This design comes from an exercise in tuning for small area and few clock cycles on the open sky130 flow, not from production work. The RTL was checked by simulation tests, not by an equivalence proof against the original design. No activity file was given, so power comes from the tool's default toggle rates.

==> inputs of 07-12 <==
## ignition_power_supervisor
module ignition_power_supervisor #(
  parameter int IGNITION_GAP_RESET_MS = 1000,
  parameter int TIME_BITS             = 32
) (
  input  logic                             clk,
  input  logic                             rst,
  input  logic                             s_tvalid,
  output logic                             s_tready,
  input  logic [ips_pkg::IN_TDATA_W-1:0]   s_tdata,    
  input  logic [ips_pkg::IN_TUSER_W-1:0]   s_tuser,    
  output logic                             m_tvalid,
  input  logic                             m_tready,
  output logic [ips_pkg::OUT_TDATA_W-1:0]  m_tdata,    
  input  logic                             cfg_valid,
  output logic                             cfg_ready,
  input  ips_pkg::cfg_idx_t                cfg_index,
  input  ips_pkg::cfg_word_t               cfg_data
);
Settings: LEC_CHECK=0, ABC_AREA=1, CAP_MARGIN=20, CORE_MARGIN=2, CORE_UTILIZATION=50, SLEW_MARGIN=20; clock period 15.0 ns.
standard.sh (not shown) runs the stock make flow with config.mk's settings and CLKGATE_MAP_FILE= SYNTH_SCRIPT=/design/flow/synth_recipe.tcl, a recipe that flattens the netlist after the stock synthesis.
==> flow/flow/run.sh <==
#!/bin/bash
# The standard layout (standard.sh) with three changes:
#  - synthesis maps the logic with flow/abc_area.script (an area-recovering
#    ABC mapping) in place of ORFS's area script; everything else in the
#    synthesis, registers included, is synth_recipe.tcl unchanged;
#  - the port buffers use the smallest buffer cell (repair_design still
#    upsizes any that need it);
#  - clock tree synthesis clusters the flip-flops under clkbuf_8 leaf
#    buffers without dummy balancing loads.
# Each tool logs to orfs/logs as usual; make's output goes to flow_make.log.
set -euo pipefail
HERE=$(pwd)
cat > "$HERE/synth_wrap.tcl" <<EOT
proc abc {args} {
  set i [lsearch \$args -script]
  if { \$i >= 0 } { lset args [expr {\$i + 1}] $HERE/flow/abc_area.script }
  yosys abc {*}\$args
}
source $HERE/synth_recipe.tcl
EOT
sed "s#SYNTH_SCRIPT=[^ ]*#SYNTH_SCRIPT=$HERE/synth_wrap.tcl#" standard.sh > standard_wrap.sh
grep -q "SYNTH_SCRIPT=$HERE/synth_wrap.tcl" standard_wrap.sh
export BUFFER_PORTS_ARGS="-buffer_cell sky130_fd_sc_hd__buf_1"
export CTS_ARGS="-sink_clustering_enable -repair_clock_nets -dont_use_dummy_load -sink_clustering_size 16 -sink_clustering_max_diameter 60 -buf_list sky130_fd_sc_hd__clkbuf_8"
bash standard_wrap.sh > flow_make.log 2>&1
==> flow/flow/abc_area.script <==
&get -n
&st
&dch
&nf -R 1000
&put
topo
==> 09-14: changes against 07-12 <==
--- a/flow/design.v
+++ b/flow/design.v
@@ -55,78 +55,78 @@
 ) (
   input  logic               clk,
   input  logic               rst,
   input  logic               step,
   input  ips_pkg::ips_item_t item,
-  input  logic [ips_pkg::NUM_CFG-1:0][ips_pkg::CFG_W-1:0] ncfg,   
+  input  logic [ips_pkg::NUM_CFG-1:0][ips_pkg::CFG_W-1:0] cfg,
   output ips_pkg::ips_result_t result
 );
   localparam int LO_W = (TIME_BITS < CFG_W) ? TIME_BITS : CFG_W;
   localparam logic [CFG_W-1:0] GAP_LIM = IGNITION_GAP_RESET_MS + 1;
   ips_pkg::ips_mode_t mode, mode_next;
-  logic [TIME_BITS-1:0] nts_a, nts_b, nts_l;
+  logic [TIME_BITS-1:0] ts_a, ts_b, ts_l;
   logic b_zero, b_zero_next;
   logic l_zero;
   logic a_wr, b_wr, b_clr, l_wr;
   logic on_pend, on_pend_next;
   logic off_pend, off_pend_next;
   logic dcdc, dcdc_next;
   logic scr_pend, scr_pend_next;
-  function automatic logic elapsed(logic [TIME_BITS-1:0] now_v,
-                                   logic [TIME_BITS-1:0] nt,
-                                   logic [CFG_W-1:0] nd);
+  function automatic logic elapsed(logic [TIME_BITS-1:0] nnow_v,
+                                   logic [TIME_BITS-1:0] t,
+                                   logic [CFG_W-1:0] d);
     logic c;
-    logic cc;
-    logic x;
+    logic cb;
+    logic y;
     logic eq_hi;
     logic wrap_hi;
-    c  = 1'b1;
-    cc = 1'b1;
+    c  = 1'b0;
+    cb = 1'b0;
     for (int i = 0; i < LO_W; i++) begin
-      x  = now_v[i] ^ nt[i] ^ c;
-      c  = (now_v[i] & nt[i]) | (now_v[i] & c) | (nt[i] & c);
-      cc = (x & nd[i]) | (x & cc) | (nd[i] & cc);
+      y  = nnow_v[i] ^ t[i] ^ c;
+      c  = (nnow_v[i] & t[i]) | (nnow_v[i] & c) | (t[i] & c);
+      cb = (y & d[i]) | (y & cb) | (d[i] & cb);
     end
-    for (int i = LO_W; i < CFG_W; i++) cc = cc & nd[i];
+    for (int i = LO_W; i < CFG_W; i++) cb = cb | d[i];
     eq_hi   = 1'b1;
     wrap_hi = 1'b1;
     for (int i = LO_W; i < TIME_BITS; i++) begin
-      eq_hi = eq_hi & (now_v[i] ^ nt[i]);
-      if (i == LO_W) wrap_hi = wrap_hi & !(now_v[i] ^ nt[i]);
-      else           wrap_hi = wrap_hi & !(now_v[i] ^ nt[i] ^ (now_v[i-1] | nt[i-1]));
+      eq_hi = eq_hi & (nnow_v[i] ^ t[i]);
+      if (i == LO_W) wrap_hi = wrap_hi & !(nnow_v[i] ^ t[i]);
+      else           wrap_hi = wrap_hi & ((nnow_v[i] ^ t[i]) ^ (nnow_v[i-1] & t[i-1]));
     end
-    elapsed = cc | !(c ? eq_hi : wrap_hi);
+    elapsed = !cb | !(c ? wrap_hi : eq_hi);
   endfunction
   logic [TIME_BITS-1:0] now_t, nnow;
   logic                 now_zero;
   logic                 sel_l;
-  logic [TIME_BITS-1:0] nop2;
-  logic [CFG_W-1:0]     nlim_a, nlim_2;
+  logic [TIME_BITS-1:0] op2;
+  logic [CFG_W-1:0]     lim_a, lim_2;
   logic                 el_a, el_g, el_2;
   logic                 op2_unset;
   assign now_t = item.now_ms;
   assign nnow  = ~item.now_ms;
   assign now_zero = (now_t == '0);
   assign sel_l     = (mode == MODE_WAIT) && !on_pend;
-  assign nop2      = sel_l ? nts_l : nts_b;
+  assign op2       = sel_l ? ts_l : ts_b;
   assign op2_unset = sel_l ? l_zero : b_zero;
   logic m_wait, m_run, m_pulse, m_gap;
   assign m_wait  = (mode == MODE_WAIT);
   assign m_run   = (mode == MODE_RUN);
   assign m_pulse = (mode == MODE_PULSE1) || (mode == MODE_PULSE2);
   assign m_gap   = (mode == MODE_GAP1) || (mode == MODE_GAP2);
-  assign nlim_a = ({CFG_W{m_wait}}  & ncfg[CFG_IGNITION_STABLE])
-                | ({CFG_W{m_run}}   & ncfg[CFG_SCREEN_ON_DELAY])
-                | ({CFG_W{m_pulse}} & ncfg[CFG_SHUTDOWN_PULSE])
-                | ({CFG_W{m_gap}}   & ncfg[CFG_SHUTDOWN_GAP]);
-  assign nlim_2 = ({CFG_W{m_wait && on_pend}}  & ~GAP_LIM)
-                | ({CFG_W{m_wait && !on_pend}} & ncfg[CFG_BUS_IDLE_SLEEP])
-                | ({CFG_W{m_run}}              & ncfg[CFG_IGNITION_LOSS])
-                | ({CFG_W{!m_wait && !m_run}}  & ncfg[CFG_POWERDOWN_WAIT]);
-  assign el_a = elapsed(now_t, nts_a, nlim_a);
-  assign el_g = elapsed(now_t, nts_a, ncfg[CFG_CRANK_GRACE]);
-  assign el_2 = elapsed(now_t, nop2, nlim_2);
+  assign lim_a = ({CFG_W{m_wait}}  & cfg[CFG_IGNITION_STABLE])
+                | ({CFG_W{m_run}}   & cfg[CFG_SCREEN_ON_DELAY])
+                | ({CFG_W{m_pulse}} & cfg[CFG_SHUTDOWN_PULSE])
+                | ({CFG_W{m_gap}}   & cfg[CFG_SHUTDOWN_GAP]);
+  assign lim_2 = ({CFG_W{m_wait && on_pend}}  & GAP_LIM)
+                | ({CFG_W{m_wait && !on_pend}} & cfg[CFG_BUS_IDLE_SLEEP])
+                | ({CFG_W{m_run}}              & cfg[CFG_IGNITION_LOSS])
+                | ({CFG_W{!m_wait && !m_run}}  & cfg[CFG_POWERDOWN_WAIT]);
+  assign el_a = elapsed(nnow, ts_a, lim_a);
+  assign el_g = elapsed(nnow, ts_a, cfg[CFG_CRANK_GRACE]);
+  assign el_2 = elapsed(nnow, op2, lim_2);
   always_comb begin
     logic grace;
     logic gap;
     logic loss;
     mode_next     = mode;
@@ -138,11 +138,11 @@
     off_pend_next = off_pend;
     dcdc_next     = dcdc;
     scr_pend_next = scr_pend;
     grace = !el_g;
     gap   = !op2_unset && el_2;
-    loss  = op2_unset ? (&ncfg[CFG_IGNITION_LOSS]) : el_2;
+    loss  = op2_unset ? (cfg[CFG_IGNITION_LOSS] == '0) : el_2;
     case (item.opcode)
       OP_TICK: begin
         case (mode)
           MODE_WAIT: begin
             if (!on_pend) begin
@@ -234,13 +234,13 @@
       end
     endcase
   end
   assign b_zero_next = b_wr ? now_zero : (b_clr || b_zero);
   always_ff @(posedge clk) begin
-    if (step && a_wr) nts_a <= nnow;
-    if (step && b_wr) nts_b <= nnow;
-    if (step && l_wr) nts_l <= nnow;
+    if (step && a_wr) ts_a <= now_t;
+    if (step && b_wr) ts_b <= now_t;
+    if (step && l_wr) ts_l <= now_t;
   end
   always_ff @(posedge clk) begin
     if (rst) begin
       mode     <= MODE_WAIT;
       b_zero   <= 1'b1;
@@ -281,28 +281,28 @@
   input  logic                             cfg_valid,
   output logic                             cfg_ready,
   input  ips_pkg::cfg_idx_t                cfg_index,
   input  ips_pkg::cfg_word_t               cfg_data
 );
-  logic [ips_pkg::NUM_CFG-1:0][ips_pkg::CFG_W-1:0] ncfg;
+  logic [ips_pkg::NUM_CFG-1:0][ips_pkg::CFG_W-1:0] cfg;
   ips_pkg::ips_item_t   in_item;
   ips_pkg::ips_result_t res;
   logic        out_valid;
   logic        accept;
   assign cfg_ready = 1'b1;
   logic [ips_pkg::CFG_W-1:0] cfg_d0, cfg_d1;
-  assign cfg_d0 = ~cfg_data & {ips_pkg::CFG_W{!rst}};
-  assign cfg_d1 = ~cfg_data | {ips_pkg::CFG_W{rst}};
+  assign cfg_d0 = cfg_data & {ips_pkg::CFG_W{!rst}};
+  assign cfg_d1 = cfg_data | {ips_pkg::CFG_W{rst}};
   for (genvar i = 0; i < NUM_CFG; i++) begin : g_cfg
     logic                      cfg_we;
     logic [ips_pkg::CFG_W-1:0] cfg_rv;
     assign cfg_we = rst || (cfg_valid && cfg_index == i);
     assign cfg_rv = CFG_RESET[i*CFG_W +: CFG_W];
     always_ff @(posedge clk) begin
       if (cfg_we) begin
         for (int b = 0; b < CFG_W; b++) begin
-          ncfg[i][b] <= cfg_rv[b] ? cfg_d0[b] : cfg_d1[b];
+          cfg[i][b] <= cfg_rv[b] ? cfg_d1[b] : cfg_d0[b];
         end
       end
     end
   end
   assign s_tready = !out_valid || m_tready;
@@ -317,11 +317,11 @@
   ) u_fsm (
     .clk    (clk),
     .rst    (rst),
     .step   (accept),
     .item   (in_item),
-    .ncfg   (ncfg),
+    .cfg    (cfg),
     .result (res)
   );
   always_ff @(posedge clk) begin
     if (rst) begin
       out_valid <= 1'b0;
==> flow/flow/run.sh (replaced) <==
#!/bin/bash
# The standard layout (standard.sh) with three changes:
#  - synthesis maps the logic with flow/abc_area.script (an area-recovering
#    ABC mapping) in place of ORFS's area script; everything else in the
#    synthesis, registers included, is synth_recipe.tcl unchanged;
#  - the port buffers use the smallest buffer cell (repair_design still
#    upsizes any that need it);
#  - clock tree synthesis clusters the flip-flops under clkbuf_4 leaf
#    buffers without dummy balancing loads.
# Each tool logs to orfs/logs as usual; make's output goes to flow_make.log.
set -euo pipefail
HERE=$(pwd)
cat > "$HERE/synth_wrap.tcl" <<EOT
proc abc {args} {
  set i [lsearch \$args -script]
  if { \$i >= 0 } { lset args [expr {\$i + 1}] $HERE/flow/abc_area.script }
  yosys abc {*}\$args
}
source $HERE/synth_recipe.tcl
EOT
sed "s#SYNTH_SCRIPT=[^ ]*#SYNTH_SCRIPT=$HERE/synth_wrap.tcl#" standard.sh > standard_wrap.sh
grep -q "SYNTH_SCRIPT=$HERE/synth_wrap.tcl" standard_wrap.sh
export BUFFER_PORTS_ARGS="-buffer_cell sky130_fd_sc_hd__buf_1"
export CTS_ARGS="-sink_clustering_enable -repair_clock_nets -dont_use_dummy_load -sink_clustering_size 10 -sink_clustering_max_diameter 50 -buf_list sky130_fd_sc_hd__clkbuf_4"
bash standard_wrap.sh > flow_make.log 2>&1
- CORE_UTILIZATION: 50 -> 65
==> 07-02: changes against 07-12 <==
--- a/flow/design.v
+++ b/flow/design.v
@@ -107,23 +107,25 @@
   assign nnow  = ~item.now_ms;
   assign now_zero = (now_t == '0);
   assign sel_l     = (mode == MODE_WAIT) && !on_pend;
   assign nop2      = sel_l ? nts_l : nts_b;
   assign op2_unset = sel_l ? l_zero : b_zero;
-  logic m_wait, m_run, m_pulse, m_gap;
-  assign m_wait  = (mode == MODE_WAIT);
-  assign m_run   = (mode == MODE_RUN);
-  assign m_pulse = (mode == MODE_PULSE1) || (mode == MODE_PULSE2);
-  assign m_gap   = (mode == MODE_GAP1) || (mode == MODE_GAP2);
-  assign nlim_a = ({CFG_W{m_wait}}  & ncfg[CFG_IGNITION_STABLE])
-                | ({CFG_W{m_run}}   & ncfg[CFG_SCREEN_ON_DELAY])
-                | ({CFG_W{m_pulse}} & ncfg[CFG_SHUTDOWN_PULSE])
-                | ({CFG_W{m_gap}}   & ncfg[CFG_SHUTDOWN_GAP]);
-  assign nlim_2 = ({CFG_W{m_wait && on_pend}}  & ~GAP_LIM)
-                | ({CFG_W{m_wait && !on_pend}} & ncfg[CFG_BUS_IDLE_SLEEP])
-                | ({CFG_W{m_run}}              & ncfg[CFG_IGNITION_LOSS])
-                | ({CFG_W{!m_wait && !m_run}}  & ncfg[CFG_POWERDOWN_WAIT]);
+  always_comb begin
+    case (mode)
+      MODE_WAIT:                nlim_a = ncfg[CFG_IGNITION_STABLE];
+      MODE_PULSE1, MODE_PULSE2: nlim_a = ncfg[CFG_SHUTDOWN_PULSE];
+      MODE_GAP1, MODE_GAP2:     nlim_a = ncfg[CFG_SHUTDOWN_GAP];
+      default:                  nlim_a = ncfg[CFG_SCREEN_ON_DELAY];
+    endcase
+  end
+  always_comb begin
+    case (mode)
+      MODE_WAIT: nlim_2 = sel_l ? ncfg[CFG_BUS_IDLE_SLEEP] : ~GAP_LIM;
+      MODE_RUN:  nlim_2 = ncfg[CFG_IGNITION_LOSS];
+      default:   nlim_2 = ncfg[CFG_POWERDOWN_WAIT];
+    endcase
+  end
   assign el_a = elapsed(now_t, nts_a, nlim_a);
   assign el_g = elapsed(now_t, nts_a, ncfg[CFG_CRANK_GRACE]);
   assign el_2 = elapsed(now_t, nop2, nlim_2);
   always_comb begin
     logic grace;
==> flow/run.sh (new file) <==
#!/bin/bash
# synth_recipe.tcl (not shown) runs the flow's synth.tcl, then flattens the netlist and writes it again
# the make line also repeats each setting of config.mk as NAME=value (left out here)
make -C /OpenROAD-flow-scripts/flow DESIGN_CONFIG=/design/flow/config.mk WORK_HOME=/design/flow/orfs CLKGATE_MAP_FILE= SYNTH_SCRIPT=/design/flow/synth_recipe.tcl finish
- CORE_UTILIZATION: 50 -> 65
- CTS_BUF_LIST: not set -> sky130_fd_sc_hd__clkbuf_8
- CTS_CLUSTER_DIAMETER: not set -> 60
- CTS_CLUSTER_SIZE: not set -> 16
removed: flow/flow/run.sh
removed: flow/flow/abc_area.script
removed: flow/standard.sh
==> tab_implementation.tex <==
\begin{tabular}{lr}
\hline
Metric & Value \\
\hline
\multicolumn{2}{l}{\textbf{GRT}} \\
\quad Met1 demand-to-capacity share in global routing & 0.352 \\
\quad First-pass GRT wire length & 45,500 um \\
\multicolumn{2}{l}{\textbf{Route}} \\
\quad DRT Pass-1 Iters & 6 \\
\multicolumn{2}{l}{\textbf{Timing}} \\
\quad Worst setup margin & 0.574 ns \\
\multicolumn{2}{l}{\textbf{Pwr}} \\
\quad Seq pwr share & 0.584 \\
\quad Tot Pwr & 0.00172 W \\
\multicolumn{2}{l}{\textbf{Finish}} \\
\quad Clock network share of area & 0.0186 \\
\quad Post-route insts no fill & 1,272 \\
\quad Total of fill cells in the finished design & 1,347 \\
\quad Highest-count cells in the layout ignoring fill and taps & edfxtp\_1, nand2\_1, buf\_1, clkinv\_1, a222oi\_1 \\
\multicolumn{2}{l}{\textbf{Synthesis}} \\
\quad Distinct cells, synth & 52 \\
\multicolumn{2}{l}{\textbf{Setup path}} \\
\quad Worst flop-to-flop path startpoint & u\_fsm.mode[0] \\
\multicolumn{2}{l}{\textbf{Place}} \\
\quad Final estimated routing congestion in global placement & 0.909 \\
\multicolumn{2}{l}{\textbf{Outcome}} \\
\quad Status & complete, no violations \\
\hline
\end{tabular}
[end of results for 09-14]
==> tab_implementation.tex <==
\begin{tabular}{lr}
\hline
Metric & Value \\
\hline
\multicolumn{2}{l}{\textbf{Pwr}} \\
\quad Tot Pwr & 0.00197 W \\
\quad Seq pwr share & 0.508 \\
\multicolumn{2}{l}{\textbf{Place}} \\
\quad Final estimated routing congestion in global placement & 0.914 \\
\multicolumn{2}{l}{\textbf{Outcome}} \\
\quad Status & complete, no violations \\
\multicolumn{2}{l}{\textbf{Finish}} \\
\quad Post-route insts no fill & 1,648 \\
\quad Highest-count cells in the layout ignoring fill and taps & nand2\_1, edfxtp\_1, inv\_1, clkdlybuf4s50\_1, nor2\_1 \\
\quad Clock network share of area & 0.0298 \\
\quad Total of fill cells in the finished design & 1,484 \\
\multicolumn{2}{l}{\textbf{Route}} \\
\quad DRT Pass-1 Iters & 5 \\
\multicolumn{2}{l}{\textbf{Floorplan}} \\
\quad Vertical extent of the die & 152 um \\
\multicolumn{2}{l}{\textbf{GRT}} \\
\quad Met1 demand-to-capacity share in global routing & 0.392 \\
\quad First-pass GRT wire length & 51,900 um \\
\multicolumn{2}{l}{\textbf{Timing}} \\
\quad Worst setup margin & 0.566 ns \\
\hline
\end{tabular}
[end of results for 07-02]
==> tab_implementation.tex <==
\begin{tabular}{lr}
\hline
Metric & Value \\
\hline
\multicolumn{2}{l}{\textbf{Timing}} \\
\quad Worst setup margin & 0.515 ns \\
\multicolumn{2}{l}{\textbf{Place}} \\
\quad Final estimated routing congestion in global placement & 0.812 \\
\multicolumn{2}{l}{\textbf{Pwr}} \\
\quad Pwr top & sequential cells \\
\quad Seq pwr share & 0.573 \\
\multicolumn{2}{l}{\textbf{Finish}} \\
\quad Post-route insts no fill & 1,340 \\
\quad Clock network share of area & 0.0250 \\
\quad Highest-count cells in the layout ignoring fill and taps & edfxtp\_1, clkinv\_1, buf\_1, maj3\_1 \\
\quad Total of fill cells in the finished design & 2,232 \\
\multicolumn{2}{l}{\textbf{Synthesis}} \\
\quad Distinct cells, synth & 47 \\
\multicolumn{2}{l}{\textbf{Setup path}} \\
\quad Worst flop-to-flop path startpoint & u\_fsm.mode[2] \\
\multicolumn{2}{l}{\textbf{Outcome}} \\
\quad Status & complete, no violations \\
\multicolumn{2}{l}{\textbf{GRT}} \\
\quad Met1 demand-to-capacity share in global routing & 0.316 \\
\multicolumn{2}{l}{\textbf{Route}} \\
\quad DRT Pass-1 Iters & 5 \\
\multicolumn{2}{l}{\textbf{Clock tree}} \\
\quad Post-cts repair resize count & 0 \\
\hline
\end{tabular}
[end of results for 07-12]
Testbench counts of 07-12, summed over its fixed seeds: cycles 36,016.
Testbench counts of 09-14, summed over its fixed seeds: cycles 36,016.
Testbench counts of 07-02, summed over its fixed seeds: cycles 36,016.

-- separate check: timing with driven ports --
Ports are ideal in the flow. The routed layouts listed here were re-timed in OpenROAD.
Step 1, drivers: a clkbuf_16 drives clk and a buf_2 each remaining input, both assumed.
Step 2 adds t to the input delays and takes it off the output delays; t is the mean of the earliest and latest rising clock arrival at the registers after step 1. Input paths then give back, and output paths get back, about the clock's delay inside the block.
Slacks: no drivers / after step 1 / after step 2; pairs: no drivers / after step 1.
run	t, ns	setup slack, ns	cell pins on the clock port's net
07-12	0.593	0.515 / 0.538 / -0.055	1
09-14	0.666	0.574 / 0.587 / -0.079	1
07-02	0.621	0.566 / 0.586 / -0.034	1
Met with ideal ports but missed after step 2: setup timing in every run listed. For 09-14, which loses most, drivers alone change the setup slack by +0.013 ns; drivers and shift together by -0.653 ns.
